Background: an optimization exercise with open tools, aiming at a short achievable clock period and few clock cycles. Do not read the settings as production practice.
At most, simulation tests tie the RTL to the original design; equivalence was not proved.
Power is estimated from default activity; no workload was simulated.

## main
// dcache
module dcache (
    input  logic        CLK,
    input  logic        nRST,
    input  logic        dp_readEn,
    input  logic        dp_writeEn,
    input  logic        dp_halt,
    input  logic [31:0] dp_addr,
    input  logic [31:0] dp_store,
    output logic        dp_dhit,
    output logic        dp_flushed,
    output logic [31:0] dp_load,
    output logic        mem_dREN,
    output logic        mem_dWEN,
    output logic [31:0] mem_addr,
    output logic [31:0] mem_store,
    input  logic        mem_dwait,
    input  logic [31:0] mem_load
);
    localparam logic [1:0] P_WB0 = 2'd0;
    localparam logic [1:0] P_WB1 = 2'd1;
    localparam logic [1:0] P_F1  = 2'd2;
    localparam logic [1:0] P_F2  = 2'd3;
    logic [7:0]   valid0, valid1, dirty0, dirty1;
    logic [207:0] tags0, tags1;
    logic [511:0] words0, words1;
    logic         we0, we1;
    logic [2:0]   wIndex;
    logic         wWord;
    logic [31:0]  wData;
    logic         fill0, fill1;
    logic         setDirty0, setDirty1, clrDirty0, clrDirty1;
    logic [7:0]   lru;                   
    logic        idle;                   
    logic        busy;                   
    logic        flushMode;
    logic        dhitR;
    logic        flushedR;
    logic        drenR, dwenR;
    logic [1:0]  phase;
    logic [29:0] xAddr;                  
    logic [31:0] xData;
    logic [25:0] reqTag;
    logic [2:0]  idxR;
    logic        wordR;
    logic        writeR;
    logic [31:0] storeR;
    logic        hitR;
    logic        hitWayR;
    logic        vWayR;                  
    logic [25:0] vTagR;
    logic [31:0] load0R, load1R;
    logic [31:0] fData;
    logic        fDone;
    logic        fFirst;                 
    logic [2:0]  idx;
    logic [25:0] tag;
    logic [7:0]  dec;
    logic [7:0]  eq0, eq1;
    logic        h0, h1, hit, hitWay;
    logic        lruW;
    logic        vDirty;
    logic [25:0] vTag;
    logic [31:0] vWord0;
    logic [31:0] rd0, rd1;
    logic        req;
    assign req = dp_readEn | dp_writeEn;
    assign idx = dp_addr[5:3];
    assign tag = dp_addr[31:6];
    always_comb begin
        for (int s = 0; s < 8; s++) begin
            dec[s] = (idx == 3'(s));
  ...
Size in the first run: ~1700 flip-flops, roughly 200 I/O pins, ~89000 µm² of cells after synthesis.
clock: 8.0 ns
lec_check: 0
cap_margin: 20
core_margin: 2
core_utilization: 40
slew_margin: 20
run.sh (not shown) runs the stock make flow with config.mk's settings and CLKGATE_MAP_FILE= SYNTH_SCRIPT=/design/flow/synth_recipe.tcl, a recipe that flattens the netlist after the stock synthesis.
The following lists how the feature branch was set up differently from main:
Settings: SETUP_SLACK_MARGIN: unset -> 5; ABC_CLOCK_PERIOD_IN_PS: unset -> 2500.
--- outcome ---
Non-clock buffer instance count of the final layout (main / the feature branch): 0.41. The feature branch has proportion of power drawn by combinational gates above what main had. Compared with main, final-layout fill cell count in the feature branch decreased by a little under 10%. The feature branch packs its core more tightly than main. Critical path capture point = xAddr[29]$_DFFE_PP_: the feature branch; critical path capture point = xAddr[17]$_DFFE_PP_: main. Lower DRC marker count from the first detailed-route iteration among the feature branch and main: main.
No run of this note included a check of the RTL's function; only the layout flow was run.

========
nickel:
dcache, a different RTL version from the one above (not shown whole).
For scale: roughly 6500 cells after synthesis, roughly 200 I/O pins, ~0.093 mm2 of cells after synthesis.
==> flow/design.v (excerpt) <==
module dcache (
    input  logic        CLK,
    input  logic        nRST,
    input  logic        dp_readEn,
    input  logic        dp_writeEn,
    input  logic        dp_halt,
    input  logic [31:0] dp_addr,
    input  logic [31:0] dp_store,
    output logic        dp_dhit,
    output logic        dp_flushed,
    output logic [31:0] dp_load,
    output logic        mem_dREN,
    output logic        mem_dWEN,
    output logic [31:0] mem_addr,
    output logic [31:0] mem_store,
    input  logic        mem_dwait,
    input  logic [31:0] mem_load
);
clock: 8.0 ns
lec_check: 0
abc_clock_period_in_ps: 2500
cap_margin: 20
core_margin: 2
core_utilization: 55
place_density: 0.7
setup_slack_margin: 5
slew_margin: 20
Testbench counts of nickel, summed over its fixed seeds: cycles 44,345.
Edits applied to the flow inputs when going from nickel to xenon:
# nickel
export LEC_CHECK = 0
export ABC_CLOCK_PERIOD_IN_PS = 2500
export CAP_MARGIN = 20
export CORE_MARGIN = 2
export CORE_UTILIZATION = 55
export PLACE_DENSITY = 0.7
export SETUP_SLACK_MARGIN = 5
export SLEW_MARGIN = 20
create_clock -name core_clock -period 8.0 [get_ports {CLK}]
# xenon
export LEC_CHECK = 0
export ABC_CLOCK_PERIOD_IN_PS = 2500
export CAP_MARGIN = 20
export CORE_MARGIN = 2
export CORE_UTILIZATION = 55
export SETUP_SLACK_MARGIN = 5
export SLEW_MARGIN = 20
create_clock -name core_clock -period 8.0 [get_ports {CLK}]
==> comparison <==
nickel vs xenon, launching element of the worst setup path: dp_addr[14] vs dp_addr[8]
Summary of xenon over nickel: global-route usage over all layers increased 0.25 points; portion of total power attributed to sequential cells essentially unchanged; data required time of the critical path essentially unchanged; total routed wirelength essentially unchanged; clock skew after layout increased 0.019 ns.

========
dcache, a different RTL version from the one above (not shown whole).
For scale: ~6600 cells after synthesis, ~200 I/O pins, roughly 91000 um^2 of cells after synthesis.
make LEC_CHECK=0 ABC_CLOCK_PERIOD_IN_PS=2500 CAP_MARGIN=20 CORE_MARGIN=2 CORE_UTILIZATION=55 SETUP_SLACK_MARGIN=5 SLEW_MARGIN=20 finish   # period 8.0 ns
Testbench counts at the start, summed over its fixed seeds: cycles 44,326.
Next try:
- PLACE_DENSITY: not set -> 0.7
What happened:
- non-clock buffer count decreases by 15
- synthesized cell count does not change
- maximum frequency decreases by 2.0%
- sequential cell count stays the same
- worst hold slack improves by 0.048 ns
- power decreases by 1.7%
- global-route usage decreases by 0.82 points

## what the ideal ports hide
Ports are ideal in the flow. The routed layouts listed here were re-timed in OpenROAD. Step 1: set_driving_cell puts a clkbuf_16 on CLK and a buf_2 on each other input, an assumption about the parent block. Step 2 also shifts input and output timing later by t, the mid clock arrival at the registers, as if the neighbouring blocks saw the same clock. Three values: ideal ports, drivers, drivers and shift; two values: the first two.
run	t, ns	setup WS [ns]	worst register clock-pin slew, ns	worst slew at a driven data input, ns
main	0.940	1.647 / 1.647 / 1.647	0.07 / 0.07	0.08
the feature branch	0.957	4.080 / 4.080 / 3.205	0.07 / 0.07	0.43
nickel	0.944	4.727 / 4.600 / 3.656	0.07 / 0.07	0.32
xenon	0.972	4.670 / 4.473 / 3.500	0.07 / 0.07	0.52
the first run of note 3	0.951	4.742 / 4.360 / 3.409	0.08 / 0.08	0.52
the second run of note 3	0.968	4.676 / 4.373 / 3.404	0.07 / 0.07	0.52
After both steps setup and hold are still met in every run listed. The setup slack of the first run of note 3, which loses most, moves by -0.382 ns with the drivers and by -1.333 ns with both steps.
